Source: an optimization exercise on an open RTL-to-GDS flow (aim: small area and few clock cycles per item). Production flows keep margins and buffers that such runs may drop. The RTL was checked by simulation tests, not by an equivalence proof against the original design.

==> tundra <==
==> flow/design.v (excerpt) <==
module cordic_pipe #(
    parameter int unsigned DATA_WIDTH  = 16,
    parameter int unsigned ANGLE_WIDTH = 32,
    parameter int unsigned ITERATIONS  = 16,
    parameter int unsigned GUARD_BITS  = 2,
    parameter int unsigned TAG_WIDTH   = 8
) (
    input  logic                    i_clk,
    input  logic                    i_resetn,
    input  logic                    i_valid,
    output logic                    o_inReady,
    input  logic                    i_mode,
    input  logic [DATA_WIDTH-1:0]   i_xIn,
    input  logic [DATA_WIDTH-1:0]   i_yIn,
    input  logic [ANGLE_WIDTH-1:0]  i_angle,
    input  logic [TAG_WIDTH-1:0]    i_tag,
    output logic                    o_valid,
    input  logic                    i_outReady,
    output logic [DATA_WIDTH+1:0]   o_xOut,
    output logic [DATA_WIDTH+1:0]   o_yOut,
    output logic [ANGLE_WIDTH-1:0]  o_zOut,
    output logic [TAG_WIDTH-1:0]    o_tag,
    output logic                    o_mode
);
Settings: LEC_CHECK=0, CAP_MARGIN=20, CORE_MARGIN=2, CORE_UTILIZATION=65, CTS_BUF_LIST=sky130_fd_sc_hd__clkbuf_16, CTS_CLUSTER_DIAMETER=120, CTS_CLUSTER_SIZE=22, GPL_ROUTABILITY_DRIVEN=0, GPL_TIMING_DRIVEN=0, SLEW_MARGIN=20; clock period 5.0 ns.
run.sh (not shown) runs the stock make flow with config.mk's settings and CLKGATE_MAP_FILE= SYNTH_SCRIPT=/design/flow/synth_recipe.tcl, a recipe that flattens the netlist after the stock synthesis.
==> raven: changes against tundra <==
==> flow/config.mk (replaced) <==
export PLATFORM = sky130hd
export DESIGN_NAME = cordic_pipe
export DESIGN_NICKNAME = cordic_pipe
export VERILOG_FILES = /design/flow/design.v
export SDC_FILE = /design/flow/constraint.sdc
export NUM_CORES = 4
export LEC_CHECK = 0
export CAP_MARGIN = 20
export CORE_MARGIN = 2
export CORE_UTILIZATION = 40
export SLEW_MARGIN = 20
==> amber: changes against tundra <==
--- a/flow/config.mk
+++ b/flow/config.mk
@@ -8,9 +8,7 @@
 export CAP_MARGIN = 20
 export CORE_MARGIN = 2
 export CORE_UTILIZATION = 65
-export CTS_BUF_LIST = sky130_fd_sc_hd__clkbuf_16
-export CTS_CLUSTER_DIAMETER = 120
-export CTS_CLUSTER_SIZE = 22
+export CTS_BUF_LIST = sky130_fd_sc_hd__clkbuf_4 sky130_fd_sc_hd__clkbuf_8
 export GPL_ROUTABILITY_DRIVEN = 0
 export GPL_TIMING_DRIVEN = 0
 export SLEW_MARGIN = 20
==> impl_metrics.py <==
metrics = {
    "clock_network": {
        "cts_setup_buffers": 25,
        "clk_transition_reported_paths_ns": 0.09,
        "cts_inserted_buffers": 69,
    },
    "status": {
        "status": "no timing/DRC/antenna violations",
    },
    "layout": {
        "nClkBuffers": 72,
        "seq_share": 0.4208,
        "multi_input_area_share": 0.4766,
        "multi_input_area_um2": 44190,
        "clk_share": 0.02039,
    },
    "sta": {
        "setup_ws_ns": 0.1557,
    },
    "worst_setup_path": {
        "path_cells": "clkdlybuf4s15_2, ha_2, inv_1, buf_2, o311ai_1, o21ai_1, o21ai_2, buf_4, xnor2_2, ha_1, o21ai_1, nand2b_1, a21oi_2, o21ai_0, o211a_1, o31a_1, o41a_1, and2_1, o21a_1, nor2_2, fa_1, inv_1",
        "r2r_slack_ns": 0.24,
    },
    "global_route": {
        "grt_pass1_vias": 55753,
    },
    "hold_path": {
        "holdPathEnd": "t_q[16][6]",
    },
}
[end of results for tundra]
==> impl_metrics.py <==
metrics = {
    "status": {
        "status": "no timing/DRC/antenna violations",
    },
    "placement": {
        "place_inst": 9215,
    },
    "layout": {
        "seq_share": 0.4117,
        "multi_input_area_share": 0.4653,
        "multi_input_area_um2": 44090,
        "buffers": 284,
        "nonClkBufAreaFrac": 0.02935,
        "clk_share": 0.04361,
        "nClkBuffers": 292,
    },
    "worst_setup_path": {
        "r2r_slack_ns": 0.20,
        "path_cells": "dlygate4sd2_1, inv_1, ha_2, or3b_4, or3_4, o21ai_0, a21oi_1, nor2_1, a21oi_1, o21ai_2, xnor2_2, ha_1, a21oi_1, o21ai_0, o211a_1, o31a_1, o41a_1, and2_1, o21a_1, nor2_2, fa_1, inv_1",
    },
    "run": {
        "drv_cap": 0,
    },
    "global_route": {
        "grt_pass1_vias": 57236,
    },
    "synthesis": {
        "synth_area_um2": 85390,
    },
    "sta": {
        "setup_ws_ns": 0.1669,
    },
    "clock_network": {
        "clk_transition_reported_paths_ns": 0.06,
        "cts_setup_buffers": 21,
        "holdBufCountCts": 0,
    },
    "hold_path": {
        "holdPathEnd": "t_q[9][5]",
    },
}
[end of results for amber]
==> impl_metrics.py <==
metrics = {
    "status": {
        "status": "no timing/DRC/antenna violations",
    },
    "worst_setup_path": {
        "cpLargestDelayFamily": "compound AO/OA/AOI/OAI gates",
        "r2r_slack_ns": 0.35,
    },
    "synthesis": {
        "synth_area_leaders": "edfxtp_1, ha_1, xnor2_1, fa_1, xor2_1",
        "syn_inst": 7318,
    },
    "layout": {
        "seq_share": 0.3980,
        "multi_input_area_share": 0.4475,
        "multi_input_area_um2": 43860,
        "clk_share": 0.04935,
    },
    "global_route": {
        "grt_pass1_vias": 55289,
    },
    "sta": {
        "setup_ws_ns": 0.2177,
    },
    "hold_path": {
        "holdPathEnd": "t_q[15][6]",
    },
    "clock_network": {
        "clk_transition_reported_paths_ns": 0.06,
    },
}
[end of results for raven]
Testbench counts of tundra, summed over its fixed seeds: cycles 8,128, items 8,000.
Testbench counts of raven, summed over its fixed seeds: cycles 8,128, items 8,000.
Testbench counts of amber, summed over its fixed seeds: cycles 8,128, items 8,000.

---

==> exp/violet: inputs <==
Starting RTL as in the previous note.
clock: 5.0 ns
lec_check: 0
cap_margin: 20
core_margin: 2
core_utilization: 75
cts_buf_list: sky130_fd_sc_hd__clkbuf_4 sky130_fd_sc_hd__clkbuf_8
cts_cluster_size: 30
slew_margin: 20
==> exp/juniper: changes against exp/violet <==
- CORE_UTILIZATION: 75 -> 60
- CTS_BUF_LIST: sky130_fd_sc_hd__clkbuf_4 sky130_fd_sc_hd__clkbuf_8 -> not set
- CTS_CLUSTER_SIZE: 30 -> not set
==> reports/qor.csv <==
stage,metric,value,unit
run_status,status,finished clean,
grt,M1 GR Usage,0.342,
placed_design,Placed Instances,9170,
floorplanning,tap cells,1500,
worst_setup_path,worst-case reg-to-reg path depth,13,
timing,post-route clock period utilization,0.969,
placed_design,DP Wirelength,136000,um
worst_setup_path,"setup slack, reg-to-reg",0.26,ns
# the run above: exp/violet

==> reports/qor.csv <==
stage,metric,value,unit
worst_setup_path,"setup slack, reg-to-reg",0.31,ns
clock_tree,"Reg clk slew, reported paths",0.06,ns
placed_design,Place WS,-0.727,ns
grt,largest net degree at the start of global routing,178,
worst_setup_path,CP Max Fanout,4,
grt,GRT Overall Usage,0.228,
floorplanning,tap cells,1890,
timing,post-route clock period utilization,0.957,
placed_design,Placed Instances,9587,
run_status,status,finished clean,
route,top routing layer used,met5,
synthesis,yosys warns,8,
placed_design,DP Wirelength,127000,um
worst_setup_path,worst-case reg-to-reg path depth,14,
# the run above: exp/juniper

Testbench counts of exp/violet, summed over its fixed seeds: cycles 8,128, items 8,000.
Testbench counts of exp/juniper, summed over its fixed seeds: cycles 8,128, items 8,000.

==> separate check: timing with driven ports <==
No port has a modelled driver above. Below, the same layouts with a new extraction and two added sets of constraints. Step 1: set_driving_cell puts a clkbuf_16 on i_clk and a buf_2 on each other input, an assumption about the parent block. Step 2, shift: input delay + t, output delay - t, t = (earliest + latest rising clock arrival at the registers) / 2. This alone moves slack from input paths to output paths. Slacks: ideal / step 1 / step 2; pairs: ideal / step 1.
run | t (ns) | setup WS [ns] | hold slack, ns | worst register clock-pin slew, ns | worst slew at a driven data input, ns
tundra | 0.758 | 0.156 / 0.180 / -0.545 | 0.413 / 0.413 / 0.413 | 0.10 / 0.10 | 0.09
raven | 0.883 | 0.218 / 0.281 / -0.602 | 0.414 / 0.414 / 0.414 | 0.07 / 0.07 | 0.07
amber | 0.985 | 0.167 / 0.160 / -0.764 | 0.410 / 0.410 / 0.410 | 0.07 / 0.07 | 0.08
exp/violet | 0.971 | 0.157 / 0.208 / -0.763 | 0.404 / 0.404 / 0.404 | 0.08 / 0.08 | 0.09
exp/juniper | 0.849 | 0.214 / 0.272 / -0.577 | 0.409 / 0.409 / 0.409 | 0.07 / 0.07 | 0.06
With both steps, setup timing fails in every run listed, where it was met with ideal ports. The setup slack of amber, which loses most, moves by -0.007 ns with the drivers and by -0.931 ns with both steps.
